What follows belongs to an exercise in optimizing a design on an open flow for a short achievable clock period and few clock cycles per item; a production flow would make more cautious choices. Function was checked by simulation only, so behaviour that the tests miss may differ from the original. Power figures rest on the tool's default switching activity, not on a simulated workload.

==> flow/design.v (excerpt) <==
module dma_stream_top
(
  input  logic       CLK0,
  input  logic       RST0,
  input  dma_pkg::dma_cmd_t   req_cmd,
  input  logic       req_valid,
  output logic       req_ready,
  output logic       req_busy,
  output dma_pkg::ext_burst_t ext_burst,
  input  logic       ext_ready,
  input  dma_pkg::data_t      ext_read_data,
  input  logic       ext_read_empty,
  output logic       ext_read_deq,
  output dma_pkg::data_t      ext_write_data,
  output logic       ext_write_enq,
  input  logic       ext_write_almost_full,
  input  dma_pkg::data_t      core_read_data,
  input  logic       core_read_empty,
  output logic       core_read_enable,
  output dma_pkg::data_t      core_write_data,
  output logic       core_write_enable,
  input  logic       core_write_almost_full
);
Size in the first run: about 6,300 cells after synthesis, ~250 I/O pins, about 89,000 um2 of cells after synthesis.
==> module cmd_fifo, before the edit <==
module cmd_fifo
(
  input  logic     CLK0,
  input  logic     RST0,
  input  logic     req_valid,
  input  dma_pkg::dma_cmd_t req_cmd,
  output logic     req_ready,
  input  logic     deq,         
  output dma_pkg::qcmd_t dout,
  output logic     empty,
  output logic     busy         
);
  localparam int D = dma_pkg::CMD_SLOTS;
  logic              in_v;
  logic              in_ok;      
  dma_pkg::dma_cmd_t in_cmd;
  dma_pkg::blen_t    in_rem;
  dma_pkg::blen_t    in_cap;
  logic              in_big;
  logic              in_fits;
  logic              q_v;
  logic              q_ok;       
  dma_pkg::qcmd_t    in_q;
  dma_pkg::qcmd_t    head;
  dma_pkg::blen_t    rem;
  dma_pkg::blen_t    cap;
  logic              big;
  logic              none;
  logic              push;
  logic              pop;
  assign rem  = dma_pkg::blen_t'({1'b0, ~req_cmd.ext_addr[9:2]}) + 1'b1;
  assign cap  = (req_cmd.ext_addr[11:10] == 2'b11) ? rem : dma_pkg::blen_t'(256);
  assign big  = (req_cmd.word_size[dma_pkg::W_EXT_A:dma_pkg::W_BLEN] != '0);
  assign in_fits = !in_big && (in_cmd.word_size[dma_pkg::W_BLEN-1:0] <= in_cap);
  always_ff @(posedge CLK0) begin
    if (RST0) begin
      in_v  <= 1'b0;
      in_ok <= 1'b0;
      q_v   <= 1'b0;
      q_ok  <= 1'b0;
    end else begin
      in_v  <= req_valid;
      in_ok <= req_valid && (req_cmd.word_size != '0) &&
               (req_cmd.read_enable || req_cmd.write_enable);
      q_v   <= in_v;
      q_ok  <= in_ok;
    end
    in_cmd <= req_cmd;
    in_rem <= rem;
    in_cap <= cap;
    in_big <= big;
    in_q   <= {in_cmd.ext_addr[dma_pkg::W_EXT_A-1:dma_pkg::ADDR_OFFSET],
               in_cmd.write_enable,
               in_cmd.word_size,
               in_big,
               in_rem,
               in_cap,
               in_fits,
               in_fits ? in_cmd.word_size[dma_pkg::W_BLEN-1:0] : in_cap};
  end
  typedef logic [dma_pkg::CMD_AW-1:0] ptr_t;
  typedef logic [dma_pkg::CMD_AW:0]   cnt_t;
  logic [dma_pkg::W_QCMD-1:0] mem [0:D-1];
  ptr_t  head_p;
  ptr_t  tail_p;
  cnt_t  used;
  cnt_t  used_nx;
  assign pop  = deq && !none;
  assign push = q_ok && !(deq && none);
  always_ff @(posedge CLK0) begin
    if (push) mem[tail_p] <= in_q;
  end
  assign used_nx = used + cnt_t'(push) - cnt_t'(pop);
  always_ff @(posedge CLK0) begin
    if (RST0) begin
      head_p    <= '0;
      tail_p    <= '0;
      used      <= '0;
      none      <= 1'b1;
      req_ready <= 1'b0;
    end else begin
      if (pop)  head_p <= head_p + 1'b1;
      if (push) tail_p <= tail_p + 1'b1;
      used <= used_nx;
      none <= (used_nx == '0);
      req_ready <= (used_nx <= cnt_t'(D - 4));
    end
  end
  assign head  = mem[head_p];
  assign dout  = none ? in_q : head;
  assign empty = none && !q_ok;
  assign busy = in_v || q_v || !none;
endmodule
Settings: LEC_CHECK=0, ABC_CLOCK_PERIOD_IN_PS=1500, CAP_MARGIN=20, CORE_MARGIN=2, CORE_UTILIZATION=50, SETUP_SLACK_MARGIN=3.3, SLEW_MARGIN=20, SYNTH_HIERARCHICAL=1, SYNTH_MINIMUM_KEEP_SIZE=0; clock period 5.5 ns.
run.sh (not shown) runs the stock make flow with config.mk's settings and CLKGATE_MAP_FILE= SYNTH_SCRIPT=/design/flow/synth_recipe.tcl, a recipe that flattens the netlist after the stock synthesis.
The first run ran to the end with no violations.
Testbench counts at the start, summed over its fixed seeds: cycles 17,352, words 25,338.
Next try:
--- a/flow/design.v
+++ b/flow/design.v
@@ -3,10 +3,9 @@
   localparam int W_EXT_A       = 32;   
   localparam int ADDR_OFFSET   = 2;    
   localparam int W_WA          = W_EXT_A - ADDR_OFFSET;   
   localparam int W_BLEN        = 9;    
-  localparam int CMD_AW       = 3;
-  localparam int CMD_SLOTS    = 1 << CMD_AW;
+  localparam int CMD_SLOTS    = 6;
   localparam int W_OWED       = 14;
   localparam int W_QCMD       = W_WA + 1 + W_EXT_A + 1 + 1 + 1 + 3 * W_BLEN;   
   localparam int RD_BUF       = 12;     
   localparam int WR_BUF       = 16;     
@@ -65,8 +64,10 @@
   dma_pkg::qcmd_t    head;
   dma_pkg::blen_t    rem;
   dma_pkg::blen_t    cap;
   logic              big;
+  logic [D-1:0]      fill;
+  logic [D-1:0]      fill_nx;
   logic              none;
   logic              push;
   logic              pop;
   assign rem  = dma_pkg::blen_t'({1'b0, ~req_cmd.ext_addr[9:2]}) + 1'b1;
@@ -98,39 +99,28 @@
                in_cap,
                in_fits,
                in_fits ? in_cmd.word_size[dma_pkg::W_BLEN-1:0] : in_cap};
   end
-  typedef logic [dma_pkg::CMD_AW-1:0] ptr_t;
-  typedef logic [dma_pkg::CMD_AW:0]   cnt_t;
-  logic [dma_pkg::W_QCMD-1:0] mem [0:D-1];
-  ptr_t  head_p;
-  ptr_t  tail_p;
-  cnt_t  used;
-  cnt_t  used_nx;
   assign pop  = deq && !none;
   assign push = q_ok && !(deq && none);
-  always_ff @(posedge CLK0) begin
-    if (push) mem[tail_p] <= in_q;
-  end
-  assign used_nx = used + cnt_t'(push) - cnt_t'(pop);
-  always_ff @(posedge CLK0) begin
-    if (RST0) begin
-      head_p    <= '0;
-      tail_p    <= '0;
-      used      <= '0;
-      none      <= 1'b1;
-      req_ready <= 1'b0;
-    end else begin
-      if (pop)  head_p <= head_p + 1'b1;
-      if (push) tail_p <= tail_p + 1'b1;
-      used <= used_nx;
-      none <= (used_nx == '0);
-      req_ready <= (used_nx <= cnt_t'(D - 4));
-    end
-  end
-  assign head  = mem[head_p];
+  sr_fifo #(.W(dma_pkg::W_QCMD), .D(D)) u_q (
+    .CLK0    (CLK0),
+    .RST0    (RST0),
+    .push    (push),
+    .din     (in_q),
+    .pop     (pop),
+    .head    (head),
+    .head_nx (),
+    .fill    (fill),
+    .fill_nx (fill_nx),
+    .none    (none)
+  );
   assign dout  = none ? in_q : head;
   assign empty = none && !q_ok;
+  always_ff @(posedge CLK0) begin
+    if (RST0) req_ready <= 1'b0;
+    else      req_ready <= !fill_nx[D-4];
+  end
   assign busy = in_v || q_v || !none;
 endmodule
 module burst_planner
 (
Result:
- area after synthesis shrinks by a few percent
- die area shrinks by a few percent
- first-iteration DRC count shrinks by roughly a tenth
- sequential power shrinks by about a fifth
- worst hold slack got worse by 7.9 ps
- global-route usage is about the same
- cell area shrinks by a few percent
- worst setup slack improved by 24 ps
Testbench counts after the change, summed over its fixed seeds: cycles 17,352, words 25,338.

port drivers added, routing unchanged:
Ports are ideal in the flow. The routed layouts listed here were re-timed in OpenROAD. Step 1: set_driving_cell puts a clkbuf_16 on CLK0 and a buf_2 on each other input, an assumption about the parent block. Step 2, shift: input delay + t, output delay - t, t = (earliest + latest rising clock arrival at the registers) / 2. This alone moves slack from input paths to output paths. Slacks: ideal / step 1 / step 2; pairs: ideal / step 1.
run | t (ns) | setup slack, ns | pins driven straight from the clock port
the first run | 0.928 | 2.938 / 2.888 / 2.348 | 1
the second run | 0.909 | 2.962 / 2.927 / 2.387 | 1
After both steps setup and hold are still met in every run listed. For the first run, which loses most, drivers alone change the setup slack by -0.050 ns; drivers and shift together by -0.590 ns.
